Background: an optimization exercise with open tools, aiming at small area, a short achievable clock period and few clock cycles. Do not read the settings as production practice.
Only simulation tests tie the RTL to the original design; equivalence was not proved.
Power and IR drop assume default switching activity.

==> config.mk <==
export PLATFORM = sky130hd
export DESIGN_NAME = data_ram_sweep
export DESIGN_NICKNAME = data_ram_sweep
export VERILOG_FILES = /design/flow/design.v
export SDC_FILE = /design/flow/constraint.sdc
export NUM_CORES = 4
export LEC_CHECK = 0
export CAP_MARGIN = 20
export CORE_MARGIN = 2
export CORE_UTILIZATION = 40
export SLEW_MARGIN = 20
==> constraint.sdc <==
create_clock -name core_clock -period 4.0 [get_ports {clk}]
set_input_delay 0.8000 -clock core_clock [delete_from_list [all_inputs] [get_ports {clk}]]
set_output_delay 0.8000 -clock core_clock [all_outputs]
set_load 0.01 [all_outputs]
==> design.v <==
package data_ram_pkg;
  typedef enum logic {
    ST_IDLE  = 1'b0,
    ST_SWEEP = 1'b1
  } state_e;
  function automatic integer lanes_of(input integer d_w, input integer lane_w);
    lanes_of = d_w / lane_w;
  endfunction
endpackage
module data_ram_array #(
  parameter int A_W    = 8,
  parameter int D_W    = 8,
  parameter int LANE_W = 8
) (
  input  logic                    clk,
  input  logic                    we_i,
  input  logic [D_W/LANE_W-1:0]   lane_mask_i,
  input  logic [A_W-1:0]          addr_i,
  input  logic [D_W-1:0]          wdata_i,
  output logic [D_W-1:0]          rdata_o
);
  localparam int LANES = D_W / LANE_W;
  logic [D_W-1:0] mem_q [2**A_W];
  always_ff @(posedge clk) begin
    rdata_o <= mem_q[addr_i];
    for (int k = 0; k < LANES; k++) begin
      if (we_i && lane_mask_i[k]) begin
        mem_q[addr_i][k*LANE_W +: LANE_W] <= wdata_i[k*LANE_W +: LANE_W];
      end
    end
  end
endmodule
module data_ram_sweep #(
  parameter int             A_W       = 7,
  parameter int             D_W       = 16,
  parameter int             LANE_W    = 8,
  parameter logic [D_W-1:0] FILL      = 16'hA5A5,
  parameter bit             SWEEP_RST = 1'b1
) (
  input  logic                              clk,
  input  logic                              clear,
  input  logic                              enable,
  input  logic                              read_en,
  input  logic                              write_en,
  input  logic [A_W-1:0]                    addr,
  input  logic [D_W-1:0]                    datain,
  input  logic [D_W / LANE_W-1:0]  lane_en,
  input  logic                              scrub_req,
  output logic [D_W-1:0]                    dataout,
  output logic                              rd_valid,
  output logic                              busy,
  output logic                              acc_err
);
  localparam int     LANES     = D_W / LANE_W;
  localparam logic RST_STATE = SWEEP_RST ? data_ram_pkg::ST_SWEEP : data_ram_pkg::ST_IDLE;
  logic             state_q, state_d;
  logic [A_W-1:0]   ptr_q, ptr_d;
  logic [D_W-1:0]   hold_q;
  logic             rd_valid_q, rd_valid_d;
  logic             acc_err_q, acc_err_d;
  logic             sweeping, access;
  logic             arr_we;
  logic [LANES-1:0] arr_mask;
  logic [A_W-1:0]   arr_addr;
  logic [D_W-1:0]   arr_wdata, arr_rdata;
  always_ff @(posedge clk or negedge clear) begin
    if (!clear) state_q <= RST_STATE;
    else        state_q <= state_d;
  end
  always_comb begin
    state_d = state_q;
    unique case (state_q)
      data_ram_pkg::ST_IDLE:  if (scrub_req) state_d = data_ram_pkg::ST_SWEEP;
      data_ram_pkg::ST_SWEEP: if (&ptr_q)    state_d = data_ram_pkg::ST_IDLE;
      default:  state_d = data_ram_pkg::ST_IDLE;
    endcase
  end
  always_comb begin
    sweeping   = (state_q == data_ram_pkg::ST_SWEEP);
    busy       = sweeping;
    access     = enable && (read_en || write_en);
    arr_we     = sweeping || (enable && write_en);
    arr_mask   = sweeping ? {LANES{1'b1}} : lane_en;
    arr_addr   = sweeping ? ptr_q : addr;
    arr_wdata  = sweeping ? FILL : datain;
    rd_valid_d = !sweeping && enable && read_en;
    acc_err_d  = sweeping && access;
    ptr_d      = sweeping ? ptr_q + A_W'(1) : '0;
  end
  always_ff @(posedge clk or negedge clear) begin
    if (!clear) begin
      ptr_q      <= '0;
      rd_valid_q <= 1'b0;
      acc_err_q  <= 1'b0;
      hold_q     <= '0;
    end else begin
      ptr_q      <= ptr_d;
      rd_valid_q <= rd_valid_d;
      acc_err_q  <= acc_err_d;
      if (rd_valid_q) hold_q <= arr_rdata;
    end
  end
  data_ram_array #(
    .A_W    (A_W),
    .D_W    (D_W),
    .LANE_W (LANE_W)
  ) u_array (
    .clk         (clk),
    .we_i        (arr_we),
    .lane_mask_i (arr_mask),
    .addr_i      (arr_addr),
    .wdata_i     (arr_wdata),
    .rdata_o     (arr_rdata)
  );
  assign dataout  = rd_valid_q ? arr_rdata : hold_q;
  assign rd_valid = rd_valid_q;
  assign acc_err  = acc_err_q;
endmodule
==> run.sh <==
#!/bin/bash
# synth_recipe.tcl (not shown) runs the flow's synth.tcl, then flattens the netlist and writes it again
# the make line also repeats each setting of config.mk as NAME=value (left out here)
make -C /OpenROAD-flow-scripts/flow DESIGN_CONFIG=/design/flow/config.mk WORK_HOME=/design/flow/orfs CLKGATE_MAP_FILE= SYNTH_SCRIPT=/design/flow/synth_recipe.tcl finish
==> results.toml, run 1 <==
[logic_synthesis]
synth_ff_type = "edfxtp_1"
synth.most_common_cell = "edfxtp_1"
ys_warn_count = 2
synth_compound_area_frac = 0.06478
ys_ff_latch = 2090
synth_top_family_by_area = "multiplexers"
synth-simple-area-share = 0.01816
avgSynthCellArea_um2 = 17.45
yosys.area_share.xor_xnor = 0.0005395
muxShareOfSynthArea = 0.1288
async_reset_ff_frac = 0.01244
yosys-top-cells-count = "edfxtp_1 (2048), mux2i_1 (1025), o22ai_1 (514)"
synth_top_area_frac = 0.7576
syn-cell-area_um2 = 81180
synth_fa_ha_area_frac = 0.0001541
seq_area_frac_synth = 0.7696
ys_top_cells_by_area = "edfxtp_1 (76%), mux2i_1 (13%), o22ai_1 (4.0%), o21ai_0 (1.4%), nor2_1 (1.2%)"
ys_types = 40
synth_edf_count = 2048
syn_nets = 4685
synth_area_leader_cell = "edfxtp_1"
synthCells = 4653

[timing]
final-setup-viol-count = 0
fin_ws_ns = 0.3415
period_needed_ns = 3.658
slew_headroom = 0.3091
rsz0062_at_grt = "no"
hold_violations = 0
slew_violations = 0
worstMarginPinSlew_ns = 1.032
period_share = 0.9146
clock_skew_ns = 0.02692
setup-tns-final_ns = 0
fmaxAchievable_mhz = 273.3

[finish]
nNetsFinal = 5185
fin_util = 0.4737
drive_above_1_share = 0.1661
syn2layout_area_growth_pct = 17.81
final_area_um2 = 95630

[floorplanning]
dieArea_um2 = 206600
die_y_um = 454.5
ios = 50
start_util = 0.4020
die_x_um = 454.5
rows = 165
core_area_um2 = 201900

[clocking]
clockBufferDepth = 3
cts_tree = "built"
root_buffer = "clkbuf_16"
htreeDepth = 4
worstSkewPairLatency_ns = 0.85
holdBufCountCts = 0
post-cts-setup-buffers = 0
cts.sinks = 2090
cts_made_buffers = 197
post_cts_resized = 0
path_clk_slew_ns = 0.06

[drt]
vias = 44232
vias_per_cell = 5.532
wl_per_cell_um = 25.72
drc = 0
firstDrtPassIters = 5
drt_iter0_markers = 4742
drt_wl_total_um = 205600
ant_nets = 0

[global_route]
grt_pass1_wl_um = 298600
grt_pass1_vias = 43635
grt_max_degree = 129
grtUsageTotal = 0.1958
grt-ovfl-total = 0
antenna_found_initial = 6

[run]
cap_violations = 0

[power_and_ir_drop]
p_seq_frac = 0.412
power_density_nw_per_um2 = 633.4
combPwrFrac = 0.277
power_switching_w = 0.01874
finalPower_w = 0.06058
ir_drop_uv = 484.3
power.static_leakage_nw = 32.88
p_int_w = 0.04184
switching_share = 0.3093
power.share.clock = 0.311

[placed_design]
dp_hpwl_um = 127200
pre_cts_slack_ns = -0.1267
gp_congestion = 0.8188
port-buffer-count = 49
place_area_um2 = 89130

[setup_path]
critPathLaunchType = "register"
path_max_fanout = 33
criticalPathCategory = "reg2reg"
crit_chain = "buf_4, nor2_1, a22oi_2, buf_12, buf_12, buf_4, o22ai_1, o21ai_0, a41oi_1, or4_1"
crit_required_ns = 4.70
endpoint_kind = "register"
crit_slowest_cell = "dfstp_2"
cp_slowest_stage_delay_ns = 0.55
worstPathArrival_ns = 4.36

[min_path]
hp-class = "in2async"

[outcome]
status = "finished clean"
## cell families after synthesis
group,count (synthesis)
buffers and inverters,306
muxes,1042
DFF,2090
and+or+nand+nor,353
xor gates and xnor gates,5
AOI/OAI and AO/OA,856
adders and majority gates,1
## worst paths after layout
path / startpoint / to / slack (ns) / cells after the start
worst max-delay path: state_q / u_array.rdata_o[3] / 0.34 / 10
worst min-delay path: clear / hold_q[7] / 0.04 / 1
worst max register to register: state_q / u_array.rdata_o[3] / 0.34 / 10
worst min register to register: hold_q[10] / hold_q[10] / 0.50 / 1
max in group asynchronous: clear / hold_q[0] / 3.41 / 1
min in group core_clock: hold_q[10] / hold_q[10] / 0.50 / 1
## layout make-up
cell class	count	area (um2)
inverters	3	11.26
well taps	2672	3343
clock buffers	240	5182
fillers	17076	106300
clock inverters	127	1318
diodes	2	5.005
flip-flops and latches	2090	62470
repair buffers	604	5866
multi-input cells	2257	17440
## metrics by stage
stage                     hold slack [ns]  std cells
after floorplan                    0.4874       4653
after global placement             0.4850       7626
after detailed placement           0.4892       7626
after CTS                         0.04731       7993
after global routing              0.07946       7993
final                             0.03543       7995
## power groups by stage
stage	clock network (W)	logic, W	registers (W)
floorplan	0	0.00882	0.0252
global placement	0	0.0166	0.0254
detailed placement	0	0.0167	0.0254
CTS	0.0191	0.0167	0.0250
global route	0.0199	0.0176	0.0250
finish	0.0188	0.0168	0.0250
## per-layer routing
layer,track usage,share of wire,routed length [um]
met5,0,0,0
met4,0.05505,0.025,5070
met3,0.02536,0.057,11690
met2,0.3188,0.48,98820
met1,0.2762,0.44,90020
## cells in the final DEF (no fill, tap or decap), types with 36 or more instances in the layout
master	synthesis	routed
clkinv_1	0	47
clkdlybuf4s50_1	0	48
nand2_1	36	36
buf_4	5	458
mux2i_1	1025	1025
o21ai_0	225	225
nor2_1	264	264
o22ai_1	514	514
a41oi_1	64	64
clkinv_2	0	39
buf_12	0	97
clkbuf_16	0	198
edfxtp_1	2048	2048
## critical path, delay by kind of cell (launching register included)
kind | cells | cell delay (ns)
AND/OR/NAND/NOR | 2 | 0.65
flip-flops | 1 | 0.55
AO/OA/AOI/OAI | 4 | 1.16
buffers and inverters | 4 | 1.10
## sequential cells by signal, summed over array words and instances (netlist names)
signal           flops
rd_valid_q           1
ptr_q                7
u_array.mem_q     2048
state_q              1
u_array.rdata_o     16
hold_q              16
acc_err_q            1
Testbench counts, summed over its fixed seeds: cycles 29,349.
==> run 2: changes to the inputs <==
==> design.v (replaced) <==
package data_ram_pkg;
  typedef enum logic {
    ST_IDLE  = 1'b0,
    ST_SWEEP = 1'b1
  } state_e;
  function automatic integer lanes_of(input integer d_w, input integer lane_w);
    lanes_of = d_w / lane_w;
  endfunction
endpackage
module data_ram_array #(
  parameter int             A_W    = 7,
  parameter int             D_W    = 16,
  parameter int             LANE_W = 8,
  parameter logic [D_W-1:0] FILL   = 16'hA5A5
) (
  input  logic                    clk,
  input  logic                    fill_i,        
  input  logic                    we_i,
  input  logic [D_W/LANE_W-1:0]   lane_mask_i,
  input  logic [A_W-1:0]          addr_i,
  input  logic [D_W-1:0]          wdata_i,
  output logic [D_W-1:0]          rdata_o
);
  localparam int LANES = D_W / LANE_W;
  localparam int WORDS = 2**A_W;
  logic [D_W-1:0] mem_q [WORDS];
  logic [D_W-1:0] wdata;
  assign wdata = fill_i ? FILL : wdata_i;
  always_ff @(posedge clk) begin
    for (int i = 0; i < WORDS; i++) begin
      for (int k = 0; k < LANES; k++) begin
        if (fill_i || (we_i && lane_mask_i[k] && addr_i == A_W'(i))) begin
          mem_q[i][k*LANE_W +: LANE_W] <= wdata[k*LANE_W +: LANE_W];
        end
      end
    end
  end
  assign rdata_o = mem_q[addr_i];
endmodule
module data_ram_sweep #(
  parameter int             A_W       = 7,
  parameter int             D_W       = 16,
  parameter int             LANE_W    = 8,
  parameter logic [D_W-1:0] FILL      = 16'hA5A5
) (
  input  logic                              clk,
  input  logic                              clear,
  input  logic                              enable,
  input  logic                              read_en,
  input  logic                              write_en,
  input  logic [A_W-1:0]                    addr,
  input  logic [D_W-1:0]                    datain,
  input  logic [D_W / LANE_W-1:0]           lane_en,
  input  logic                              scrub_req,
  output logic [D_W-1:0]                    dataout,
  output logic                              rd_valid,
  output logic                              busy,
  output logic                              acc_err
);
  logic             init_q;       
  logic [D_W-1:0]   dout_q;
  logic             rd_valid_q, acc_err_q;
  logic             rd_ok, wr_ok, fill;
  logic [D_W-1:0]   arr_rdata;
  assign busy  = init_q;
  assign rd_ok = !init_q && enable && read_en;
  assign wr_ok = !init_q && enable && write_en;
  assign fill  = init_q || scrub_req;
  always_ff @(posedge clk or negedge clear) begin
    if (!clear) begin
      init_q     <= 1'b1;
      rd_valid_q <= 1'b0;
      acc_err_q  <= 1'b0;
      dout_q     <= '0;
    end else begin
      init_q     <= 1'b0;
      rd_valid_q <= rd_ok;
      acc_err_q  <= init_q && enable && (read_en || write_en);
      if (rd_ok) dout_q <= arr_rdata;
    end
  end
  data_ram_array #(
    .A_W    (A_W),
    .D_W    (D_W),
    .LANE_W (LANE_W),
    .FILL   (FILL)
  ) u_array (
    .clk         (clk),
    .fill_i      (fill),
    .we_i        (wr_ok),
    .lane_mask_i (lane_en),
    .addr_i      (addr),
    .wdata_i     (datain),
    .rdata_o     (arr_rdata)
  );
  assign dataout  = dout_q;
  assign rd_valid = rd_valid_q;
  assign acc_err  = acc_err_q;
endmodule
==> run 2 against run 1 <==
Against the previous run: the layout now fails its checks (negative setup slack); routed wire length up 150%; hold slack improved by 0.33 ns; die area shrank 3.1%; non-clock buffer count grew 505; count of clock-buffer cells in the layout grew 39; register-to-register slack improved by 0.33 ns; clock skew grew 0.0098 ns; combinational power fell by 74%; clock power rose by 11%; largest power group unchanged; largest cell class unchanged; power fell by 16%; setup slack got worse by 0.36 ns; synthesized area fell by 3.2%.
==> results.toml, run 2 <==
[floorplanning]
rows = 162
start_util = 0.4027
ios = 50
dieArea_um2 = 200100
die_y_um = 447.3
die_x_um = 447.3
core_area_um2 = 195200

[timing]
slew_headroom = 0.08667
rsz0062_at_grt = "no"
final-setup-viol-count = 1
period_share = 1.004
period_needed_ns = 4.015
fin_ws_ns = -0.01519
clock_skew_ns = 0.03670
whs_ns = 0.3697
fmaxAchievable_mhz = 249.1
slew_violations = 0
hold_violations = 0
worstMarginPinSlew_ns = 1.365

[clocking]
cts_tree = "built"
cts.sinks = 2067
htreeDepth = 4
cts_made_buffers = 222
clockBufferDepth = 3
post-cts-setup-buffers = 0
path_clk_slew_ns = 0.06
holdBufCountCts = 0
root_buffer = "clkbuf_16"
worstSkewPairLatency_ns = 0.90
post_cts_resized = 0

[finish]
syn2layout_area_growth_pct = 26.20
reg_top3 = "u_array.mem_q (2048), dout_q (16)"
drive_above_1_share = 0.2555
final_cells = 8555
final_cell_mix = "edfxtp_1 (2048), buf_4 (844), a22oi_1 (591)"
largest_reg_flops = 2048
fill_cells = 16312
top_register = "u_array.mem_q"
layout.cells.most_common = "edfxtp_1"
final_area_um2 = 99210
nNetsFinal = 5706

[setup_path]
worstSetupStartpoint = "addr[2]"
r2r_start = "u_array.mem_q[7][13]"
endpoint_kind = "register"
worstRegToRegCells = 7
critPathLaunchType = "input pin"
crit_required_ns = 4.73
worstPathArrival_ns = 4.74
path_max_fanout = 20
criticalPathCategory = "in2reg"

[drt]
ant_nets = 0
dr_wl_met3_um = 99320
vias = 63587
drc = 0
vias_per_cell = 7.433
wl_per_cell_um = 59.78
wl_met2_um = 198200
drt_wl_total_um = 511400
firstDrtPassIters = 8
dr.max_layer_used = "met5"
drt_iter0_markers = 15570
met1_length_um = 185400

[logic_synthesis]
syn-cell-area_um2 = 78610
synth_ff_type = "edfxtp_1"
synth_area_leader_cell = "edfxtp_1"
ys_warn_count = 3
ys_types = 86
synth.most_common_cell = "edfxtp_1"
synth_top_area_frac = 0.7823
seq_area_frac_synth = 0.7884
avgSynthCellArea_um2 = 16.85
async_reset_ff_frac = 0.009192
synthCells = 4666
synth_edf_count = 2048
syn_nets = 4697
yosys-top-cells-count = "edfxtp_1 (2048), a22oi_1 (591), o21ai_0 (285)"
ys_ff_latch = 2067
ys_top_cells_by_area = "edfxtp_1 (78%), a22oi_1 (5.6%), o21ai_0 (1.8%), a32oi_1 (1.0%), a22o_1 (0.98%)"

[global_route]
grtUsageTotal = 0.5033
grt_pass1_wl_um = 627600
grt_pass1_vias = 54148
grt_max_degree = 129
antenna_found_initial = 88
grt-ovfl-total = 0

[outcome]
so.violations = "negative setup slack"
status = "finished with violations"

[power_and_ir_drop]
power.static_leakage_nw = 34.32
ir_drop_uv = 388.6
power_density_nw_per_um2 = 512.7

[placed_design]
port-buffer-count = 49
dp_cells = 8074
dp_hpwl_um = 364200
gp_congestion = 1.093
place_area_um2 = 91850

[run]
cap_violations = 0

[min_path]
hp-class = "in2async"
run 2: metal layers:
metal | global-route usage | vias to the layer above
met4 | 0.2316 | 46
met1 | 0.6615 | 33182
li1 | - | 21640
met2 | 0.6505 | 7426
met5 | 0.004884 | -
met3 | 0.3047 | 1293
run 2: critical path, stage by stage:
cell and delay [ns]:
buf_2 0.18, buf_4 0.25, buf_4 0.22, and4_4 0.27, buf_4 0.30, a22oi_1 0.81, nor2_1 0.19, or4_1 0.65
nor4_2 0.83, a21oi_1 0.16
run 2: worst paths after layout:
path,to,slack (ns)
max in group asynchronous,dout_q[2],3.20
worst max-delay path,dout_q[12],-0.02
min in group core_clock,acc_err_q,0.52
worst min register to register,dout_q[14],0.53
worst min-delay path,acc_err_q,0.37
worst max register to register,dout_q[13],0.67
run 2: logic make-up (layout without fill, tap and decap cells):
| logic type | after synthesis | in the layout | synth area share |
|---|---|---|---|
| mux | 65 | 65 | 0.008706 |
| flops | 2067 | 2067 | 0.7884 |
| other cells | 1 | 69 | 0.00004770 |
| compound gates | 1457 | 1457 | 0.1321 |
| simple gates | 748 | 748 | 0.05120 |
| buf+inv | 328 | 1525 | 0.01954 |
run 2: where the power goes:
part	total [W]	leakage [nW]	switching, W	internal [W]
logic	0.00434	10.1	0.00328	0.00106
clock network	0.0208	3.48	0.00926	0.0116
registers	0.0257	20.7	0.000523	0.0252
total	0.0509	34.3	0.0131	0.0378
run 2: per-stage QoR:
step                      setup WS (ns)  TNS [ns]    util  total power, W
after floorplan                  0.3216         0       -         0.02704
after global placement          -0.9861    -6.675  0.4703         0.03009
after detailed placement        -0.5421    -3.717  0.4705         0.03011
after CTS                        0.3453         0  0.5074         0.05036
after global routing             0.2186         0  0.5075         0.05139
final                          -0.01519  -0.01519  0.5083         0.05087
run 2: final cells by class:
| class | instances | area, um2 | share of cell area |
|---|---|---|---|
| Inverter | 4 | 15.01 | 0.0001513 |
| Clock inverter | 133 | 1369 | 0.01380 |
| Clock buffer | 279 | 5819 | 0.05866 |
| Multi-Input combinational cell | 2271 | 15450 | 0.1557 |
| Timing Repair Buffer | 1109 | 11130 | 0.1122 |
| Sequential cell | 2067 | 61980 | 0.6247 |
| Antenna cell | 68 | 170.2 | 0.001715 |
| Tap cell | 2624 | 3283 | 0.03309 |
Testbench counts of run 2, summed over its fixed seeds: cycles 21,171.
==> run 3: changes to the inputs <==
--- a/config.mk
+++ b/config.mk
@@ -8,4 +8,5 @@
 export CAP_MARGIN = 20
 export CORE_MARGIN = 2
 export CORE_UTILIZATION = 40
+export SETUP_SLACK_MARGIN = 1.2
 export SLEW_MARGIN = 20
==> run 3 against run 2 <==
Against the previous run: clock power fell by 8%; via count fell by 1.3%; highest routed layer unchanged; now clean on timing, DRC and antenna; global-route usage fell by 4.7 points; power fell by 3.5%; largest power group unchanged; first-iteration DRC count rose by 2.4%; non-clock buffer count fell by 96; combinational power fell by 1%; cell count fell by 1.7%.
==> results.toml, run 3 <==
[global_route]
grt_max_degree = 129
use_met3 = 0.3020
grt.busiest_layer = "met2"
grt_pass1_wl_um = 578300
grt_use_met1 = 0.5605
grtUsageTotal = 0.4567
antenna_found_initial = 64
grt-ovfl-total = 0
grt.met2_usage = 0.5890
grt_pass1_vias = 53841

[clocking]
path_clk_slew_ns = 0.07
cts_made_buffers = 206
cts.sinks = 2067
clockBufferDepth = 3
worstSkewPairLatency_ns = 0.88
root_buffer = "clkbuf_16"
cts_tree = "built"
htreeDepth = 4

[logic_synthesis]
synth.most_common_cell = "edfxtp_1"
ys_types = 86
synth_fa_ha_area_frac = 0
synth_compound_area_frac = 0.1321
synthCells = 4666
ys_top_cells_by_area = "edfxtp_1 (78%), a22oi_1 (5.6%), o21ai_0 (1.8%), a32oi_1 (1.0%), a22o_1 (0.98%)"
synth-simple-area-share = 0.05120
synth_top_family_by_area = "compound AO/OA/AOI/OAI gates"
synth_ff_type = "edfxtp_1"
yosys.area_share.xor_xnor = 0
synth_area_leader_cell = "edfxtp_1"
yosys-top-cells-count = "edfxtp_1 (2048), a22oi_1 (591), o21ai_0 (285)"
syn-cell-area_um2 = 78610
ys_ff_latch = 2067
async_reset_ff_frac = 0.009192
synth_top_area_frac = 0.7823
avgSynthCellArea_um2 = 16.85
synth_edf_count = 2048
syn_nets = 4697
ys_warn_count = 3
muxShareOfSynthArea = 0.008706
seq_area_frac_synth = 0.7884

[placed_design]
port-buffer-count = 49
gp_congestion = 1.135
pre_cts_slack_ns = -0.5726
dp_hpwl_um = 328100

[timing]
period_needed_ns = 2.964
final-setup-viol-count = 0
hold_violations = 0
worstMarginPinSlew_ns = 1.326
fmaxAchievable_mhz = 337.4
clock_skew_ns = 0.02707
fin_ws_ns = 1.036
slew_violations = 0
rsz0062_at_grt = "yes"
slew_headroom = 0.1128
period_share = 0.7410

[setup_path]
crit_chain = "buf_8, buf_4, and4b_2, a22oi_1, a21oi_1, nor3_1, and4_1, a21oi_1"
endpoint_kind = "register"
cp_slowest_stage_delay_ns = 0.93
path_max_fanout = 14
r2r_start = "init_q"
criticalPathCategory = "in2reg"
worstRegToRegCells = 10
crit_required_ns = 4.80
worstPathArrival_ns = 3.77
crit_slowest_cell = "and4b_2"
critPathLaunchType = "input pin"
r2r_end = "dout_q[10]"
critPathBufInv = 2
path_delay_family = "simple AND/OR/NAND/NOR gates"
crit_top_cell = "a21oi_1"
rrSetupSlack_ns = 1.12

[finish]
multi_input_area_um2 = 17300
layout.cells.most_common = "edfxtp_1"
nNetsFinal = 5598
fin_util = 0.5087
fill_cells = 16002
syn2layout_area_growth_pct = 26.31
regArea_um2 = 61980
final_cell_mix = "edfxtp_1 (2048), buf_4 (752), a22oi_1 (572)"
drive_above_1_share = 0.2920
top_register = "u_array.mem_q"
largest_reg_flops = 2048
reg_top3 = "u_array.mem_q (2048), dout_q (16)"

[floorplanning]
dieArea_um2 = 200100
die_x_um = 447.3
core_area_um2 = 195200
rows = 162
ios = 50
die_y_um = 447.3
start_util = 0.4027

[drt]
drt_wl_total_um = 467200
vias = 62763
firstDrtPassIters = 9
wl_per_cell_um = 55.56
drt_iter0_markers = 15950
ant_nets = 0
drc = 0
vias_per_cell = 7.464

[run]
cap_violations = 0

[min_path]
hp-class = "in2async"

[power_and_ir_drop]
power_density_nw_per_um2 = 494.6
power.static_leakage_nw = 33.80
ir_drop_uv = 504.4

[outcome]
status = "finished clean"
-- run 3: cell counts after synthesis --
Identical to the previous run, type by type.
-- run 3: per-layer routing --
| metal | vias to the layer above | wire length (um) |
|---|---|---|
| met5 | - | 1502 |
| met4 | 71 | 35360 |
| met3 | 1687 | 97700 |
| met2 | 7852 | 177700 |
| met1 | 31764 | 154900 |
| li1 | 21389 | - |
-- run 3: what timing repair did --
action / in CTS / in global routing
hold buffers: 1 / 0
gates resized for setup: 67 / 100
setup endpoints to repair: 32 / 24
pin swaps: 11 / 41
cloned: 3 / 1
hold endpoints to repair: 8 / 0
buffers inserted: 8 / 17
-- run 3: worst max path at each step --
stage | start | to | slack (ns) | depth (start not counted)
final | addr[3] | dout_q[9] | 1.04 | 8
after global routing | addr[2] | dout_q[9] | 1.18 | 9
after CTS | addr[0] | dout_q[9] | 1.11 | 11
after detailed placement | addr[6] | dout_q[9] | -0.57 | 10
after global placement | addr[2] | dout_q[15] | -0.70 | 11
after floorplan | addr[6] | u_array.mem_q[35][0] | 0.59 | 9
-- run 3: final cells by class --
class | instances | share of cell area
Inverter | 4 | 0.0001512
Clock inverter | 117 | 0.009337
Tap cell | 2624 | 0.03306
Clock buffer | 256 | 0.05530
Sequential cell | 2067 | 0.6241
Antenna cell | 53 | 0.001336
Multi-Input combinational cell | 2275 | 0.1742
Timing Repair Buffer | 1013 | 0.1025
-- run 3: cells by family (layout without fill, tap and decap cells) --
group	count (synthesis)	after routing
other cells	1	54
buf+inv	328	1390
simple gates	748	752
flops	2067	2067
mux	65	65
compound gates	1457	1457
-- run 3: where the power goes --
part / switching, W / internal (W)
Combinational: 0.00317 / 0.00110
Clock: 0.00858 / 0.0106
Sequential: 0.000505 / 0.0252
-- run 3: through the flow --
stage	setup TNS [ns]	std cells	total power [W]	area (um2)	hold WS [ns]
floorplan	0	4666	0.02713	79930	0.4903
global placement	-3.300	7949	0.02987	91620	0.5016
detailed placement	-1.000	7953	0.02991	91670	0.5101
CTS	0	8338	0.04845	98530	0.4474
global route	0	8367	0.04953	99190	0.4813
finish	0	8409	0.04911	99300	0.4748
==> run 4: changes to the inputs <==
--- a/design.v
+++ b/design.v
@@ -7,6 +7,36 @@
     lanes_of = d_w / lane_w;
   endfunction
 endpackage
+module dr_and2 #(parameter int W = 1) (
+  input  logic [W-1:0] a,
+  input  logic [W-1:0] b,
+  output logic [W-1:0] y
+);
+  assign y = a & b;
+endmodule
+module dr_sel8 (
+  input  logic [7:0] d,
+  input  logic [7:0] s,
+  output logic       y
+);
+  logic [3:0] n;
+  for (genvar p = 0; p < 4; p++) begin : g_p
+    assign n[p] = ~((d[2*p] & s[2*p]) | (d[2*p+1] & s[2*p+1]));
+  end
+  assign y = ~(&n);
+endmodule
+module dr_nand4 #(parameter int W = 1) (
+  input  logic [W-1:0] a, b, c, d,
+  output logic [W-1:0] y
+);
+  assign y = ~(a & b & c & d);
+endmodule
+module dr_nor4 #(parameter int W = 1) (
+  input  logic [W-1:0] a, b, c, d,
+  output logic [W-1:0] y
+);
+  assign y = ~(a | b | c | d);
+endmodule
 module data_ram_array #(
   parameter int             A_W    = 7,
   parameter int             D_W    = 16,
@@ -23,19 +53,59 @@
 );
   localparam int LANES = D_W / LANE_W;
   localparam int WORDS = 2**A_W;
-  logic [D_W-1:0] mem_q [WORDS];
-  logic [D_W-1:0] wdata;
+  localparam int LO_W  = 3;
+  localparam int HI_W  = A_W - LO_W;
+  localparam int NLO   = 2**LO_W;
+  localparam int NHI   = 2**HI_W;
+  logic [D_W-1:0]       mem_q [WORDS];
+  logic [D_W-1:0]       wdata;
+  logic [NLO-1:0]       lo;           
+  logic [NHI-1:0]       hi;           
+  logic [LANES*NHI-1:0] hi_we;        
+  logic [NLO-1:0]       lo_we;        
+  logic [WORDS-1:0]     sel;          
   assign wdata = fill_i ? FILL : wdata_i;
+  always_comb begin
+    for (int m = 0; m < NLO; m++) begin
+      lo[m]    = (addr_i[LO_W-1:0] == LO_W'(m));
+      lo_we[m] = fill_i || lo[m];
+    end
+    for (int j = 0; j < NHI; j++) begin
+      hi[j] = (addr_i[A_W-1:LO_W] == HI_W'(j));
+      for (int k = 0; k < LANES; k++)
+        hi_we[k*NHI+j] = fill_i || (we_i && lane_mask_i[k] && hi[j]);
+    end
+  end
   always_ff @(posedge clk) begin
     for (int i = 0; i < WORDS; i++) begin
       for (int k = 0; k < LANES; k++) begin
-        if (fill_i || (we_i && lane_mask_i[k] && addr_i == A_W'(i))) begin
+        if (hi_we[k*NHI+i/NLO] && lo_we[i%NLO]) begin
           mem_q[i][k*LANE_W +: LANE_W] <= wdata[k*LANE_W +: LANE_W];
         end
       end
     end
   end
-  assign rdata_o = mem_q[addr_i];
+  logic [D_W-1:0] l2 [WORDS/8];
+  logic [D_W-1:0] l3 [WORDS/32];
+  for (genvar i = 0; i < WORDS; i++) begin : g_sel
+    dr_and2 #(.W(1)) u_sel (.a(hi[i/NLO]), .b(lo[i%NLO]), .y(sel[i]));
+  end
+  for (genvar q = 0; q < WORDS/8; q++) begin : g_l2
+    for (genvar b = 0; b < D_W; b++) begin : g_bit
+      dr_sel8 u_l2 (
+        .d({mem_q[8*q+7][b], mem_q[8*q+6][b], mem_q[8*q+5][b], mem_q[8*q+4][b],
+            mem_q[8*q+3][b], mem_q[8*q+2][b], mem_q[8*q+1][b], mem_q[8*q][b]}),
+        .s(sel[8*q +: 8]),
+        .y(l2[q][b])
+      );
+    end
+  end
+  for (genvar r = 0; r < WORDS/32; r++) begin : g_l3
+    dr_nor4 #(.W(D_W)) u_l3 (
+      .a(l2[4*r]), .b(l2[4*r+1]), .c(l2[4*r+2]), .d(l2[4*r+3]), .y(l3[r])
+    );
+  end
+  dr_nand4 #(.W(D_W)) u_l4 (.a(l3[0]), .b(l3[1]), .c(l3[2]), .d(l3[3]), .y(rdata_o));
 endmodule
 module data_ram_sweep #(
   parameter int             A_W       = 7,
--- a/config.mk
+++ b/config.mk
@@ -8,5 +8,7 @@
 export CAP_MARGIN = 20
 export CORE_MARGIN = 2
 export CORE_UTILIZATION = 40
-export SETUP_SLACK_MARGIN = 1.2
+export SETUP_SLACK_MARGIN = 1.6
 export SLEW_MARGIN = 20
+export SYNTH_HIERARCHICAL = 1
+export SYNTH_MINIMUM_KEEP_SIZE = 0
==> run 4 against run 3 <==
Against the previous run: register-to-register slack better by 0.50 ns; synthesized cell count fell by 14%; die area is 2.4% lower; synthesized area decreased by 2.4%; clock skew increased by 0.036 ns.
==> results.toml, run 4 <==
[outcome]
status = "finished clean"

[setup_path]
critPathLaunchType = "input pin"
r2r_start = "init_q"
worstSetupStartpoint = "addr[4]"
r2r_end = "u_array.mem_q[11][14]"
crit_chain = "buf_8, buf_6, nand2b_4, buf_12, nor2_4, buf_8, and2_4, buf_4, a22oi_2, nand4_1, nor4_4, buf_4, nand4_1, mux2_4"
endpoint_kind = "register"
critPathBufInv = 6
crit_slowest_cell = "nor4_4"
crit_cells = 14
criticalPathCategory = "in2reg"
worstPathArrival_ns = 3.35
worstRegToRegCells = 5
path_max_fanout = 7
cp_slowest_stage_delay_ns = 0.42
crit_end = "dout_q[7]"
crit_required_ns = 4.73
path_delay_family = "simple AND/OR/NAND/NOR gates"
rrSetupSlack_ns = 1.62

[timing]
slew_violations = 0
hold_violations = 0
slew_headroom = 0.3163
final-setup-viol-count = 0
setup-tns-final_ns = 0
fin_ws_ns = 1.374
whs_ns = 0.3263
period_share = 0.6565
fmaxAchievable_mhz = 380.8
rsz0062_at_grt = "yes"
clock_skew_ns = 0.06347
period_needed_ns = 2.626
worstMarginPinSlew_ns = 1.026

[power_and_ir_drop]
power.share.clock = 0.402
power_density_nw_per_um2 = 498.3
power_switching_w = 0.01029
ir_drop_uv = 404.6
switching_share = 0.2195
p_seq_frac = 0.548
power.static_leakage_nw = 31.48
p_int_w = 0.03661
combPwrFrac = 0.050

[finish]
largest_reg_flops = 2048
nNetsFinal = 4852
final_cell_mix = "edfxtp_1 (2048), a22oi_1 (872), buf_4 (539)"
layout.cells.most_common = "edfxtp_1"
final_cells = 7504
reg_top3 = "u_array.mem_q (2048), dout_q (16)"
drive_above_1_share = 0.3062
top_register = "u_array.mem_q"
syn2layout_area_growth_pct = 22.66

[drt]
vias = 45544
vias_per_cell = 6.069
firstDrtPassIters = 6
drc = 0
drt_iter0_markers = 6351
wl_per_cell_um = 30.62
drt_wl_total_um = 229800
ant_nets = 0

[logic_synthesis]
synth.most_common_cell = "edfxtp_1"
ys_types = 33
syn_nets = 4048
async_reset_ff_frac = 0.009192
synth_ff_type = "edfxtp_1"
synth_edf_count = 2048
seq_area_frac_synth = 0.8077
synth_area_leader_cell = "edfxtp_1"
avgSynthCellArea_um2 = 19.10
syn-cell-area_um2 = 76730
ys_top_cells_by_area = "edfxtp_1 (80%), a22oi_1 (10%), nand4_1 (2.2%), o31ai_2 (1.9%), o31ai_1 (1.4%)"
synthCells = 4017
synth_top_area_frac = 0.8015
yosys-top-cells-count = "edfxtp_1 (2048), a22oi_1 (1024), nand4_1 (274)"
ys_ff_latch = 2067
ys_warn_count = 12

[clocking]
cts_tree = "built"
cts_made_buffers = 201
clockBufferDepth = 3
htreeDepth = 4
root_buffer = "clkbuf_16"
cts.sinks = 2067
worstSkewPairLatency_ns = 0.85
path_clk_slew_ns = 0.06

[placed_design]
dp_hpwl_um = 142800
gp_congestion = 0.8667
dp_cells = 7015
port-buffer-count = 49
pre_cts_slack_ns = -0.4004

[floorplanning]
core_area_um2 = 190400
dieArea_um2 = 195300
start_util = 0.4030
rows = 160
die_x_um = 442.0
die_y_um = 442.0
ios = 50

[global_route]
grt-ovfl-total = 0
grt_pass1_wl_um = 324100
grtUsageTotal = 0.2284
antenna_found_initial = 5
grt_pass1_vias = 43758
grt_max_degree = 129

[min_path]
hp-class = "in2async"

[run]
cap_violations = 0
-- run 4: logic make-up (layout without fill, tap and decap cells) --
group           Yosys count  count (layout)  share of synthesized area
compound gates         1281            1281                     0.1329
buf+inv                 130            1090                   0.008643
flops                  2067            2067                     0.8077
mux                      16              16                   0.002789
other cells               1               3                 0.00004887
simple gates            522             536                    0.04786
-- run 4: per-stage QoR --
step                area [um2]  total power, W    util
floorplan                77020         0.02684       -
global placement         85140         0.02827  0.4472
CTS                      93440         0.04705  0.4908
finish                   94120         0.04690  0.4944
global route             94110         0.04814  0.4943
detailed placement       85140         0.02835  0.4472
-- run 4: worst reg2reg max path: cells and delay by family (launching register included) --
kind / cells / cell delay [ns]
DFF: 1 / 0.55
and+or+nand+nor: 1 / 0.44
AOI/OAI and AO/OA: 1 / 0.13
buffers and inverters: 3 / 0.93
-- run 4: metal layers --
layer | track usage | wire length, um | vias up | share of wire
li1 | - | - | 19173 | -
met1 | 0.3201 | 94540 | 23725 | 0.41
met2 | 0.3598 | 108000 | 2290 | 0.47
met3 | 0.04061 | 19150 | 356 | 0.083
met4 | 0.07937 | 8089 | 0 | 0.035
met5 | 0 | 0 | - | 0
-- run 4: final cells by class --
class                      instances  area [um2]
clock inverter                   121        1282
tap                             2511        3142
timing repair buffer             707        6586
clock buffer                     252        5281
antenna                            2       5.005
sequential                      2067       61990
fill                           15317       96260
multi-input combinational       1834       15770
inverter                          10       52.55
-- run 4: power groups by stage --
stage	Clock [W]	Combinational [W]	Sequential [W]
detailed placement	0	0.00225	0.0261
global placement	0	0.00222	0.0261
global route	0.0199	0.00245	0.0258
CTS	0.0191	0.00232	0.0257
floorplan	0	0.000908	0.0259
finish	0.0188	0.00236	0.0257
-- run 4: per-module statistics from Yosys, one instance, submodules excluded, a selection --
module | flops+latches | copies in the design | cells | cell area (um2)
data_ram_sweep | 19 | 1 | 42 | 754.5
dr_sel8 | 0 | 256 | 5 | 36.28
-- run 4: worst min path at each step --
stage | from | endpoint | depth (start not counted)
after floorplan | clear | acc_err_q | 0
after global placement | init_q | acc_err_q | 1
after detailed placement | init_q | acc_err_q | 1
after CTS | clear | rd_valid_q | 2
after global routing | clear | rd_valid_q | 2
final | clear | rd_valid_q | 2
-- run 4: what timing repair did --
action / in CTS / in global routing
hold buffers: 0 / 0
gates cloned: 14 / 3
pin swaps: 139 / 86
gates resized for setup: 404 / 81
setup buffers: 74 / 23
setup endpoints to repair: 695 / 174
Testbench counts of run 4, summed over its fixed seeds: cycles 21,171.
==> run 5: changes to the inputs <==
--- a/config.mk
+++ b/config.mk
@@ -8,7 +8,9 @@
 export CAP_MARGIN = 20
 export CORE_MARGIN = 2
 export CORE_UTILIZATION = 40
-export SETUP_SLACK_MARGIN = 1.6
+export CTS_CLUSTER_DIAMETER = 80
+export CTS_CLUSTER_SIZE = 20
+export SETUP_SLACK_MARGIN = 1.4
 export SLEW_MARGIN = 20
 export SYNTH_HIERARCHICAL = 1
 export SYNTH_MINIMUM_KEEP_SIZE = 0
==> run 5 against run 4 <==
Against the previous run: sequential share of layout area is 2.5 points higher; cell count is 2.3% lower; sequential cell count stayed put; routed wire length is 1.5% lower; via count is 1.4% lower; design area is 3.7% lower; largest cell class unchanged.
==> results.toml, run 5 <==
[outcome]
status = "finished clean"

[finish]
fill_cells = 15659
syn2layout_area_growth_pct = 18.14
nNetsFinal = 4769
regArea_um2 = 61990
layout.cells.most_common = "edfxtp_1"
largest_reg_flops = 2048
final_cell_mix = "edfxtp_1 (2048), a22oi_1 (927), buf_4 (548)"
reg_top3 = "u_array.mem_q (2048), dout_q (16)"
final_area_um2 = 90650
multi_input_area_um2 = 15350
drive_above_1_share = 0.2670
top_register = "u_array.mem_q"

[global_route]
grt-ovfl-total = 0
grt_pass1_wl_um = 317700
grt_pass1_vias = 42770
grtUsageTotal = 0.2234
grt_max_degree = 129
antenna_found_initial = 6

[drt]
firstDrtPassIters = 5
drt_wl_total_um = 226300
wl_per_cell_um = 30.88
drc = 0
vias = 44922
ant_nets = 0
drt_iter0_markers = 6279
vias_per_cell = 6.129

[setup_path]
critPathBufInv = 7
worstPathArrival_ns = 3.40
crit_required_ns = 4.71
cp_slowest_stage_delay_ns = 0.42
crit_chain = "buf_8, or3b_4, clkinvlp_4, buf_6, buf_8, and2_4, buf_8, buf_4, a22oi_2, nand4_1, nor4_2, buf_4, nand4_1, mux2_4"
crit_top_cell = "buf_8"
criticalPathCategory = "in2reg"
path_max_fanout = 7
crit_slowest_cell = "nor4_2"
endpoint_kind = "register"
path_delay_family = "simple AND/OR/NAND/NOR gates"
critPathLaunchType = "input pin"

[power_and_ir_drop]
power.share.clock = 0.309
power_switching_w = 0.008967
p_seq_frac = 0.633
power_density_nw_per_um2 = 446.9
p_int_w = 0.03154
ir_drop_uv = 407.5
switching_share = 0.2214
power.static_leakage_nw = 29.83
combPwrFrac = 0.058

[run]
cap_violations = 0

[logic_synthesis]
yosys-top-cells-count = "edfxtp_1 (2048), a22oi_1 (1024), nand4_1 (274)"
ys_types = 33
synth_area_leader_cell = "edfxtp_1"
syn_nets = 4048
ys_top_cells_by_area = "edfxtp_1 (80%), a22oi_1 (10%), nand4_1 (2.2%), o31ai_2 (1.9%), o31ai_1 (1.4%)"
seq_area_frac_synth = 0.8077
ys_warn_count = 12
ys_ff_latch = 2067
syn-cell-area_um2 = 76730
synth_ff_type = "edfxtp_1"
synth.most_common_cell = "edfxtp_1"
avgSynthCellArea_um2 = 19.10
synth_top_area_frac = 0.8015
synth_edf_count = 2048
synthCells = 4017
async_reset_ff_frac = 0.009192

[timing]
worstMarginPinSlew_ns = 1.011
clock_skew_ns = 0.09573
fmaxAchievable_mhz = 370.7
slew_headroom = 0.3263
final-setup-viol-count = 0
period_share = 0.6743
rsz0062_at_grt = "yes"
hold_violations = 0
slew_violations = 0
period_needed_ns = 2.697
setup-tns-final_ns = 0

[clocking]
cts_made_buffers = 116
cts_tree = "built"
path_clk_slew_ns = 0.09
root_buffer = "clkbuf_16"
htreeDepth = 3
cts.sinks = 2067
worstSkewPairLatency_ns = 0.82
clockBufferDepth = 3

[placed_design]
gp_congestion = 0.8667
dp_hpwl_um = 142800
port-buffer-count = 49
place_area_um2 = 85140

[floorplanning]
dieArea_um2 = 195300
die_x_um = 442.0
ios = 50
rows = 160
core_area_um2 = 190400
die_y_um = 442.0
start_util = 0.4030

[min_path]
hp-class = "in2async"
-- run 5: cell families (layout without fill, tap and decap cells) --
family	Yosys count	count (layout)	share of synthesized area
and+or+nand+nor	522	534	0.04786
DFF	2067	2067	0.8077
AOI/OAI and AO/OA	1281	1281	0.1329
buffers and inverters	130	917	0.008643
other	1	3	0.00004887
muxes	16	16	0.002789
-- run 5: final timing paths --
kind,startpoint,end,slack [ns],depth (start not counted)
worst min-delay path,clear,dout_q[6],0.38,2
min in group core_clock,init_q,acc_err_q,0.53,1
worst max register to register,init_q,u_array.mem_q[5][5],1.55,3
worst max-delay path,addr[0],dout_q[2],1.30,14
max in group asynchronous,clear,dout_q[13],3.27,2
worst min register to register,init_q,acc_err_q,0.53,1
-- run 5: what timing repair did --
action	in CTS	in global routing
resized for setup	245	95
hold buffers	0	0
setup buffers	54	48
pin swaps	88	79
cloned	7	7
endpoints found under the setup margin	90	16
-- run 5: per-stage QoR --
step	worst slack [ns]	hold slack [ns]	utilization	power [W]	std cells
detailed placement	-0.4004	0.5324	0.4472	0.02835	7015
CTS	1.384	0.3368	0.4714	0.04064	7272
floorplan	1.209	0.5044	-	0.02684	4017
global route	1.271	0.3808	0.4761	0.04161	7328
finish	1.303	0.3850	0.4761	0.04051	7329
global placement	-0.4170	0.5279	0.4472	0.02827	7015
-- run 5: area by class of cell --
type | count | share of cell area
antenna | 2 | 0.00005521
sequential | 2067 | 0.6839
clock inverter | 15 | 0.002664
tap | 2511 | 0.03466
clock buffer | 181 | 0.03517
multi-input combinational | 1832 | 0.1694
timing repair buffer | 711 | 0.07360
inverter | 10 | 0.0005797
-- run 5: routing by layer --
layer  share of wire  vias to the layer above  GRT usage
li1                -                    18899          -
met1            0.41                    23476     0.3177
met2            0.47                     2239     0.3530
met3           0.083                      308    0.03097
met4           0.035                        0    0.07849
met5               0                        -          0
-- run 5: power by group through the flow --
stage	Clock, W	Sequential (W)	Combinational (W)
global placement	0	0.0261	0.00222
floorplan	0	0.0259	0.000908
detailed placement	0	0.0261	0.00225
finish	0.0125	0.0256	0.00235
global route	0.0134	0.0257	0.00244
CTS	0.0127	0.0256	0.00229
-- run 5: modules after synthesis (local to each module, per instance), excerpt --
module / times used / cells inside
dr_sel8: 256 / 5
data_ram_sweep: 1 / 42
==> run 6: changes to the inputs <==
--- a/config.mk
+++ b/config.mk
@@ -10,7 +10,7 @@
 export CORE_UTILIZATION = 40
 export CTS_CLUSTER_DIAMETER = 80
 export CTS_CLUSTER_SIZE = 20
-export SETUP_SLACK_MARGIN = 1.4
+export SETUP_SLACK_MARGIN = 2.2
 export SLEW_MARGIN = 20
 export SYNTH_HIERARCHICAL = 1
 export SYNTH_MINIMUM_KEEP_SIZE = 0
==> run 6 against run 5 <==
Against the previous run: register-to-register slack about the same; design area increased by 18%; still clean; sequential share of layout area down 10 points; via count is 18% higher; synthesized cell count stayed put; global-route usage grew 5.1 points; sequential power about the same; first-iteration DRC count rose by 71%.
==> results.toml, run 6 <==
[finish]
final_area_um2 = 106900
layout.cells.most_common = "edfxtp_1"
drive_above_1_share = 0.3822
final_cell_mix = "edfxtp_1 (2048), a22oi_1 (893), buf_6 (404)"
syn2layout_area_growth_pct = 39.38
final_cells = 7920
reg_top3 = "u_array.mem_q (2048), dout_q (16)"
top_register = "u_array.mem_q"
largest_reg_flops = 2048
nNetsFinal = 5351

[power_and_ir_drop]
combPwrFrac = 0.100
power_switching_w = 0.01011
p_seq_frac = 0.602
power.static_leakage_nw = 36.47
p_int_w = 0.03261
power.share.clock = 0.298
ir_drop_uv = 487.2
power_density_nw_per_um2 = 399.5
switching_share = 0.2367

[clocking]
cts_tree = "built"
root_buffer = "clkbuf_16"
path_clk_slew_ns = 0.10
cts.sinks = 2067
htreeDepth = 3
clockBufferDepth = 3
worstSkewPairLatency_ns = 0.84
cts_made_buffers = 116

[placed_design]
dp_hpwl_um = 142800
gp_congestion = 0.8667
port-buffer-count = 49
dp_cells = 7015
place_area_um2 = 85140
pre_cts_slack_ns = -0.4004

[setup_path]
critPathLaunchType = "input pin"
worstPathArrival_ns = 3.80
criticalPathCategory = "in2reg"
crit_required_ns = 4.73
r2r_start = "u_array.mem_q[22][6]"
worstSetupStartpoint = "addr[0]"
path_max_fanout = 13
endpoint_kind = "register"

[timing]
setup-tns-final_ns = 0
worstMarginPinSlew_ns = 1.176
fmaxAchievable_mhz = 325.7
fin_ws_ns = 0.9297
period_share = 0.7676
final-setup-viol-count = 0
period_needed_ns = 3.070
rsz0062_at_grt = "yes"
slew_headroom = 0.2158
hold_violations = 0
slew_violations = 0
clock_skew_ns = 0.1018

[floorplanning]
dieArea_um2 = 195300
rows = 160
die_x_um = 442.0
die_y_um = 442.0
ios = 50
start_util = 0.4030
core_area_um2 = 190400

[drt]
vias = 53059
drc = 0
drt_iter0_markers = 10761
drt_wl_total_um = 310100
firstDrtPassIters = 6
vias_per_cell = 6.699
ant_nets = 0
wl_per_cell_um = 39.15

[global_route]
grt_max_degree = 83
grt_pass1_vias = 47313
grtUsageTotal = 0.2743
grt_pass1_wl_um = 378600
antenna_found_initial = 21
grt-ovfl-total = 0

[logic_synthesis]
synth_top_family_by_area = "compound AO/OA/AOI/OAI gates"
synth_fa_ha_area_frac = 0
ys_warn_count = 12
synth_area_leader_cell = "edfxtp_1"
avgSynthCellArea_um2 = 19.10
ys_types = 33
synth.most_common_cell = "edfxtp_1"
yosys-top-cells-count = "edfxtp_1 (2048), a22oi_1 (1024), nand4_1 (274)"
synthCells = 4017
synth-simple-area-share = 0.04786
syn_nets = 4048
ys_top_cells_by_area = "edfxtp_1 (80%), a22oi_1 (10%), nand4_1 (2.2%), o31ai_2 (1.9%), o31ai_1 (1.4%)"
synth_top_area_frac = 0.8015
ys_ff_latch = 2067
async_reset_ff_frac = 0.009192
synth_compound_area_frac = 0.1329
syn-cell-area_um2 = 76730
synth_ff_type = "edfxtp_1"
seq_area_frac_synth = 0.8077
muxShareOfSynthArea = 0.002788
yosys.area_share.xor_xnor = 0
synth_edf_count = 2048

[run]
cap_violations = 0

[min_path]
min_from = "write_en"
hp-class = "in2reg"

[outcome]
status = "finished clean"
==> run 6: cell count changes in the layout (fill, tap and decap cells not counted), moves of 33 or more <==
cell	change
buf_6	+383
o31ai_2	-107
a22oi_1	-34
o31ai_1	-137
buf_8	+55
buf_4	-280
buf_16	+192
clkbuf_16	+86
a22oi_2	+34
o31ai_4	+244
buf_12	+121
or2_4	+33
==> run 6: cells by family after synthesis <==
group           count (synthesis)
flops                        2067
compound gates               1281
simple gates                  522
buf+inv                       130
mux                            16
other cells                     1
==> run 6: layout make-up <==
| class | count | area (um2) |
|---|---|---|
| clock buffer | 181 | 3188 |
| inverter | 10 | 63.81 |
| sequential | 2067 | 61990 |
| timing repair buffer | 1252 | 19470 |
| antenna | 11 | 27.53 |
| fill | 13438 | 83440 |
| tap | 2511 | 3142 |
| multi-input combinational | 1871 | 18800 |
| timing repair inverter | 2 | 20.02 |
| clock inverter | 15 | 241.5 |
==> run 6: critical path: stages <==
cell	delay, ns
buf_8	0.10
buf_6	0.12
nand3b_1	0.12
inv_1	0.10
buf_12	0.20
and2_4	0.21
buf_4	0.18
a22oi_1	0.25
nand4_1	0.23
nor4_4	0.84
nand4_1	0.27
mux2_4	0.35
==> run 6: per-layer routing <==
| layer | track usage | wire (um) | vias up |
|---|---|---|---|
| li1 | - | - | 20351 |
| met1 | 0.3723 | 105700 | 26881 |
| met2 | 0.4181 | 133900 | 4865 |
| met3 | 0.05232 | 44060 | 960 |
| met4 | 0.1503 | 26390 | 2 |
| met5 | 0 | 17 | - |
==> run 6: final timing paths <==
path | cells after the start | end | slack (ns)
min | 2 | acc_err_q | 0.38
max | 12 | dout_q[6] | 0.93
max in group asynchronous | 2 | dout_q[11] | 3.25
min reg2reg | 1 | dout_q[11] | 0.66
max reg2reg | 5 | dout_q[6] | 1.55
min in group asynchronous | 2 | dout_q[14] | 0.39
==> run 6: through the flow <==
stage          hold WS, ns    util  total power, W
6_report            0.3784  0.5617         0.04273
4_1_cts             0.3368  0.5262         0.04174
3_5_place_dp        0.5324  0.4472         0.02835
3_3_place_gp        0.5279  0.4472         0.02827
2_1_floorplan       0.5044       -         0.02684
5_1_grt             0.3917  0.5616         0.04351
==> run 6: timing repair <==
item,CTS,global route
gates cloned,192,145
gates resized for setup,1209,513
pin swaps,145,59
setup endpoints to repair,3674,4095
setup buffers,246,115
hold buffers,0,0
==> run 6: power by group through the flow <==
stage | Combinational [W] | Clock [W] | Sequential [W]
finish | 0.00428 | 0.0127 | 0.0257
global route | 0.00428 | 0.0134 | 0.0258
CTS | 0.00338 | 0.0127 | 0.0256
detailed placement | 0.00225 | 0 | 0.0261
global placement | 0.00222 | 0 | 0.0261
floorplan | 0.000908 | 0 | 0.0259
==> run 6: modules after synthesis (local to each module, per instance), a selection <==
module          times used  cell area (um2)  flip-flops and latches  cells inside
data_ram_sweep           1            754.5                      19            42
dr_sel8                256            36.28                       0             5
==> run 7: changes to the inputs <==
--- a/config.mk
+++ b/config.mk
@@ -10,7 +10,7 @@
 export CORE_UTILIZATION = 40
 export CTS_CLUSTER_DIAMETER = 80
 export CTS_CLUSTER_SIZE = 20
-export SETUP_SLACK_MARGIN = 2.2
+export SETUP_SLACK_MARGIN = 1.9
 export SLEW_MARGIN = 20
 export SYNTH_HIERARCHICAL = 1
 export SYNTH_MINIMUM_KEEP_SIZE = 0
==> run 7 against run 6 <==
Against the previous run: sequential cell count unchanged; clock skew decreased by 0.013 ns; synthesized cell count unchanged; via count decreased by 13%; hold slack improved by 0.0048 ns; utilization decreased by 6.7 points; non-clock buffer count decreased by 508; critical path depth increased by 1; die area unchanged; first-iteration DRC count decreased by 38%; setup slack improved by 0.41 ns; global-route usage decreased by 4.2 points; largest power group unchanged; highest routed layer unchanged.
==> results.toml, run 7 <==
[outcome]
status = "finished clean"

[timing]
slew_headroom = 0.06924
period_share = 0.6647
fmaxAchievable_mhz = 376.1
hold_violations = 0
final-setup-viol-count = 0
clock_skew_ns = 0.08854
worstMarginPinSlew_ns = 1.396
fin_ws_ns = 1.341
setup-tns-final_ns = 0
period_needed_ns = 2.659
slew_violations = 0
rsz0062_at_grt = "yes"

[power_and_ir_drop]
power.static_leakage_nw = 30.81
ir_drop_uv = 405.2
power_density_nw_per_um2 = 435.3

[setup_path]
worstRegToRegCells = 8
critPathLaunchType = "input pin"
crit_required_ns = 4.71
worstPathArrival_ns = 3.36
criticalPathCategory = "in2reg"
path_max_fanout = 12
endpoint_kind = "register"

[logic_synthesis]
synth.most_common_cell = "edfxtp_1"
synth_ff_type = "edfxtp_1"
syn_nets = 4048
ys_warn_count = 12
synth_top_area_frac = 0.8015
avgSynthCellArea_um2 = 19.10
synthCells = 4017
seq_area_frac_synth = 0.8077
synth_area_leader_cell = "edfxtp_1"
async_reset_ff_frac = 0.009192
yosys-top-cells-count = "edfxtp_1 (2048), a22oi_1 (1024), nand4_1 (274)"
ys_types = 33
synth_edf_count = 2048
ys_top_cells_by_area = "edfxtp_1 (80%), a22oi_1 (10%), nand4_1 (2.2%), o31ai_2 (1.9%), o31ai_1 (1.4%)"
syn-cell-area_um2 = 76730
ys_ff_latch = 2067

[finish]
final_cells = 7384
fill_cells = 15255
final_cell_mix = "edfxtp_1 (2048), a22oi_1 (908), buf_4 (390)"
layout.cells.most_common = "edfxtp_1"
top_register = "u_array.mem_q"
largest_reg_flops = 2048
nNetsFinal = 4818
reg_top3 = "u_array.mem_q (2048), dout_q (16)"
syn2layout_area_growth_pct = 22.69
drive_above_1_share = 0.3042

[drt]
drt_iter0_markers = 6633
drt_wl_total_um = 240200
vias = 46367
ant_nets = 0
drc = 0
wl_per_cell_um = 32.52
vias_per_cell = 6.279
firstDrtPassIters = 6

[floorplanning]
rows = 160
ios = 50
die_y_um = 442.0
core_area_um2 = 190400
start_util = 0.4030
die_x_um = 442.0
dieArea_um2 = 195300

[clocking]
path_clk_slew_ns = 0.09
root_buffer = "clkbuf_16"
clockBufferDepth = 3
cts_made_buffers = 116
holdBufCountCts = 0
cts.sinks = 2067
cts_tree = "built"
htreeDepth = 3
worstSkewPairLatency_ns = 0.81

[global_route]
grt_max_degree = 129
antenna_found_initial = 6
grt_pass1_vias = 43748
grtUsageTotal = 0.2324
grt_pass1_wl_um = 328500
grt-ovfl-total = 0

[placed_design]
dp_cells = 7015
dp_hpwl_um = 142800
gp_congestion = 0.8667
pre_cts_slack_ns = -0.4004
port-buffer-count = 49

[run]
cap_violations = 0

[min_path]
hp-class = "in2async"
-- run 7: repair_timing --
action | in CTS | in global routing
pin swaps | 132 | 56
gates resized for setup | 569 | 354
cloned | 34 | 17
setup buffers | 74 | 40
endpoints found under the setup margin | 2420 | 1811
-- run 7: path summary, 6_finish.rpt --
path / start / slack, ns / to
setup / recovery: addr[0] / 1.34 / dout_q[6]
hold / removal: clear / 0.38 / dout_q[6]
setup reg to reg: init_q / 1.68 / u_array.mem_q[57][9]
hold reg to reg: dout_q[7] / 0.64 / dout_q[7]
max in group asynchronous: clear / 3.26 / init_q
min in group core_clock: write_en / 0.43 / acc_err_q
-- run 7: metrics by stage --
stage / util / total power, W / hold slack (ns) / area [um2]
2_1_floorplan: - / 0.02684 / 0.5044 / 77020
3_3_place_gp: 0.4472 / 0.02827 / 0.5279 / 85140
3_5_place_dp: 0.4472 / 0.02835 / 0.5324 / 85140
4_1_cts: 0.4804 / 0.04082 / 0.3368 / 91460
5_1_grt: 0.4944 / 0.04200 / 0.3795 / 94120
6_report: 0.4945 / 0.04097 / 0.3832 / 94140
-- run 7: Yosys stat by module (local to each module, per instance), excerpt --
| module | times used | cells | area, um2 | flip-flops and latches |
|---|---|---|---|---|
| dr_sel8 | 256 | 5 | 36.28 | 0 |
| data_ram_sweep | 1 | 42 | 754.5 | 19 |
-- run 7: critical path, cell delays in order --
cell        delay, ns
buf_8            0.10
or3b_4           0.24
clkinvlp_4       0.16
buf_6            0.16
buf_6            0.11
and2_4           0.15
buf_12           0.15
a22oi_2          0.15
nand4_1          0.15
buf_4            0.20
nor4_4           0.52
nand4_1          0.15
mux2_4           0.30
-- run 7: final cells by class --
type	instances	area [um2]	share of cell area
flip-flops and latches	2067	61990	0.6586
repair buffers	744	8080	0.08584
multi-input cells	1847	17390	0.1847
clock inverters	15	241.5	0.002565
inverters	10	73.82	0.0007842
diodes	8	20.02	0.0002127
repair inverters	1	11.26	0.0001196
clock buffers	181	3188	0.03387
well taps	2511	3142	0.03337
-- run 7: logic make-up after synthesis --
logic type      count (synthesis)  share of synthesized area
mux                            16                   0.002789
flops                        2067                     0.8077
buf+inv                       130                   0.008643
simple gates                  522                    0.04786
compound gates               1281                     0.1329
other cells                     1                 0.00004887
-- run 7: layer usage --
layer  part of all wire  up-vias  global-route usage
li1                   -    19071                   -
met1               0.40    24315              0.3280
met2               0.47     2619              0.3654
met3              0.091      360             0.03450
met4              0.038        2             0.08777
met5           0.000029        -                   0
-- run 7: report_power, final --
| part | internal [W] | total [W] | leakage, nW | switching, W |
|---|---|---|---|---|
| sequential | 0.0252 | 0.0257 | 20.7 | 0.000500 |
| clock | 0.00562 | 0.0126 | 1.63 | 0.00695 |
| combinational | 0.000959 | 0.00274 | 8.47 | 0.00178 |
==> run 8: changes to the inputs <==
--- a/config.mk
+++ b/config.mk
@@ -10,7 +10,7 @@
 export CORE_UTILIZATION = 40
 export CTS_CLUSTER_DIAMETER = 80
 export CTS_CLUSTER_SIZE = 20
-export SETUP_SLACK_MARGIN = 1.9
+export SETUP_SLACK_MARGIN = 1.6
 export SLEW_MARGIN = 20
 export SYNTH_HIERARCHICAL = 1
 export SYNTH_MINIMUM_KEEP_SIZE = 0
==> run 8 against run 7 <==
Against the previous run: setup slack got worse by 0.050 ns; maximum frequency fell by 1.8%; largest cell class unchanged; power shrank 0.99%; via count fell by 2.9%; global-route usage fell by 0.76 points; utilization fell by 1.7 points; critical endpoint is now dout_q[14]; clock power is essentially flat; synthesized area unchanged; sequential power about the same; design area decreased by 3.5%.
==> results.toml, run 8 <==
[outcome]
status = "finished clean"

[setup_path]
rrSetupSlack_ns = 1.63
cp_slowest_stage_delay_ns = 0.43
crit_required_ns = 4.70
r2r_start = "init_q"
worstSetupStartpoint = "addr[0]"
worstRegToRegCells = 5
path_max_fanout = 7
r2r_end = "u_array.mem_q[14][14]"
crit_chain = "buf_8, or3b_4, clkinvlp_4, buf_8, and2_4, buf_12, buf_6, a22oi_2, nand4_1, nor4_4, buf_4, nand4_1, mux2_4"
critPathBufInv = 6
crit_slowest_cell = "nand4_1"
critPathLaunchType = "input pin"
worstPathArrival_ns = 3.41
criticalPathCategory = "in2reg"
path_delay_family = "simple AND/OR/NAND/NOR gates"
endpoint_kind = "register"

[finish]
top_register = "u_array.mem_q"
drive_above_1_share = 0.2762
final_cell_mix = "edfxtp_1 (2048), a22oi_1 (895), buf_4 (521)"
fill_cells = 15636
reg_top3 = "u_array.mem_q (2048), dout_q (16)"
final_area_um2 = 90830
layout.cells.most_common = "edfxtp_1"
largest_reg_flops = 2048
syn2layout_area_growth_pct = 18.38
nNetsFinal = 4751

[logic_synthesis]
synthCells = 4017
avgSynthCellArea_um2 = 19.10
synth_ff_type = "edfxtp_1"
async_reset_ff_frac = 0.009192
seq_area_frac_synth = 0.8077
ys_warn_count = 12
syn-cell-area_um2 = 76730
ys_ff_latch = 2067
ys_top_cells_by_area = "edfxtp_1 (80%), a22oi_1 (10%), nand4_1 (2.2%), o31ai_2 (1.9%), o31ai_1 (1.4%)"
synth.most_common_cell = "edfxtp_1"
synth_edf_count = 2048
synth_top_area_frac = 0.8015
synth_area_leader_cell = "edfxtp_1"
ys_types = 33
yosys-top-cells-count = "edfxtp_1 (2048), a22oi_1 (1024), nand4_1 (274)"
syn_nets = 4048

[clocking]
path_clk_slew_ns = 0.09
cts.sinks = 2067
cts_made_buffers = 116
holdBufCountCts = 0
worstSkewPairLatency_ns = 0.82
clockBufferDepth = 3
root_buffer = "clkbuf_16"
htreeDepth = 3
cts_tree = "built"

[timing]
final-setup-viol-count = 0
clock_skew_ns = 0.09636
slew_violations = 0
hold_violations = 0
period_share = 0.6772
period_needed_ns = 2.709
worstMarginPinSlew_ns = 1.022
slew_headroom = 0.3185
fin_ws_ns = 1.291
rsz0062_at_grt = "yes"
fmaxAchievable_mhz = 369.2

[floorplanning]
start_util = 0.4030
rows = 160
die_x_um = 442.0
ios = 50
core_area_um2 = 190400
dieArea_um2 = 195300
die_y_um = 442.0

[power_and_ir_drop]
ir_drop_uv = 408.7
power.static_leakage_nw = 29.78
power_density_nw_per_um2 = 446.6
finalPower_w = 0.04057

[drt]
vias_per_cell = 6.158
drc = 0
firstDrtPassIters = 5
drt_iter0_markers = 6434
ant_nets = 0
wl_per_cell_um = 31.20
drt_wl_total_um = 228000
vias = 45016

[global_route]
grt-ovfl-total = 0
grt_pass1_vias = 43048
grt_use_met1 = 0.3201
grtUsageTotal = 0.2248
grt_pass1_wl_um = 319800
grt.met2_usage = 0.3582
use_met3 = 0.03054
grt.busiest_layer = "met2"
antenna_found_initial = 7
grt_max_degree = 129

[placed_design]
gp_congestion = 0.8667
dp_hpwl_um = 142800
place_area_um2 = 85140
port-buffer-count = 49
pre_cts_slack_ns = -0.4004

[run]
cap_violations = 0

[min_path]
hp-class = "in2async"
[run 8: cell counts after synthesis]
Identical to the previous run, type by type.
[run 8: per-layer routing]
layer / vias up / part of all wire
met3: 294 / 0.086
met5: - / 0
met4: 0 / 0.032
met1: 23558 / 0.41
met2: 2294 / 0.47
li1: 18870 / -
[run 8: worst register-to-register path, stage by stage, from the launching register on]
cell and delay, ns:
dfstp_2 0.55, or2_4 0.43, inv_8 0.30, buf_4 0.40, o31ai_1 0.13, buf_4 0.23
[run 8: how the worst max path moves through the flow]
stage	to	slack (ns)	cells past startpoint
floorplan	dout_q[0]	1.21	11
global placement	dout_q[5]	-0.42	12
detailed placement	dout_q[14]	-0.40	13
CTS	dout_q[3]	1.47	12
global route	dout_q[6]	1.29	13
finish	dout_q[14]	1.29	13
[run 8: where the power goes]
group / leakage [nW] / total [W] / internal [W] / switching (W)
sequential: 20.7 / 0.0256 / 0.0252 / 0.000481
clock: 1.63 / 0.0125 / 0.00562 / 0.00693
combinational: 7.44 / 0.00237 / 0.000774 / 0.00160
[run 8: timing repair]
action / in CTS / in global routing
resized for setup: 343 / 109
endpoints found under the setup margin: 819 / 526
setup buffers: 48 / 28
pin swaps: 109 / 85
cloned: 16 / 6
[run 8: through the flow]
stage / std cells / utilization / hold WS, ns / setup TNS, ns
floorplan: 4017 / - / 0.5044 / 0
global placement: 7015 / 0.4472 / 0.5279 / -4.841
detailed placement: 7015 / 0.4472 / 0.5324 / -4.956
CTS: 7275 / 0.4724 / 0.3368 / 0
global route: 7309 / 0.4771 / 0.3805 / 0
finish: 7310 / 0.4771 / 0.3715 / 0
[run 8: per-module statistics from Yosys (local to each module, per instance), excerpt]
| module | cell area, um2 | cells inside | flip-flops and latches |
|---|---|---|---|
| data_ram_sweep | 754.5 | 42 | 19 |
| dr_sel8 | 36.28 | 5 | 0 |
[run 8: cell type report]
cell class              count  area [um2]  area share
multi-input cells        1839       15700      0.1729
diodes                      1       2.502  0.00002755
clock inverters            15       241.5    0.002659
repair buffers            686        6504     0.07160
inverters                  10       52.55   0.0005786
clock buffers             181        3188     0.03510
well taps                2511        3142     0.03459
flip-flops and latches   2067       61990      0.6825
[run 8: logic make-up (layout without fill, tap and decap cells)]
family	after synthesis	count (layout)	share of synthesized area
buffers and inverters	130	892	0.008643
DFF	2067	2067	0.8077
AOI/OAI and AO/OA	1281	1281	0.1329
other	1	2	0.00004887
muxes	16	16	0.002789
and+or+nand+nor	522	541	0.04786

[separate check: timing with driven ports]
The flow's constraints put no driver on any port. The routed layouts listed below were extracted and timed again, unchanged, in two steps. Step 1 assumes that a clkbuf_16 drives the clock port and a buf_2 every other input. Step 2 adds t to the input delays and takes it off the output delays; t is the mean of the earliest and latest rising clock arrival at the registers after step 1. Input paths then give back, and output paths get back, about the clock's delay inside the block. Three values: ideal, step 1, step 2; two values: the first two.
| run | t, ns | setup slack, ns | hold slack, ns | worst register clock-pin slew, ns | cell pins on the clock port's net |
|---|---|---|---|---|---|
| run 1 | 0.921 | 0.342 / 0.342 / -0.265 | 0.035 / -0.017 / 0.501 | 0.07 / 0.07 | 1 |
| run 2 | 0.988 | -0.015 / 0.053 / -0.935 | 0.370 / 0.293 / 0.527 | 0.07 / 0.07 | 1 |
| run 3 | 0.968 | 1.036 / 1.078 / 0.110 | 0.475 / 0.396 / 0.533 | 0.07 / 0.07 | 1 |
| run 4 | 0.907 | 1.374 / 1.352 / 0.445 | 0.326 / 0.269 / 0.623 | 0.07 / 0.07 | 1 |
| run 5 | 0.854 | 1.303 / 1.267 / 0.413 | 0.385 / 0.323 / 0.531 | 0.09 / 0.09 | 1 |
| run 6 | 0.874 | 0.930 / 0.886 / 0.012 | 0.378 / 0.324 / 0.658 | 0.10 / 0.10 | 1 |
| run 7 | 0.857 | 1.341 / 1.314 / 0.457 | 0.383 / 0.319 / 0.638 | 0.09 / 0.09 | 1 |
| run 8 | 0.861 | 1.291 / 1.258 / 0.397 | 0.372 / 0.306 / 0.619 | 0.09 / 0.09 | 1 |
With both steps, setup timing fails in run 1, where it was met with ideal ports. The setup slack of run 4, which loses most, moves by -0.022 ns with the drivers and by -0.929 ns with both steps.
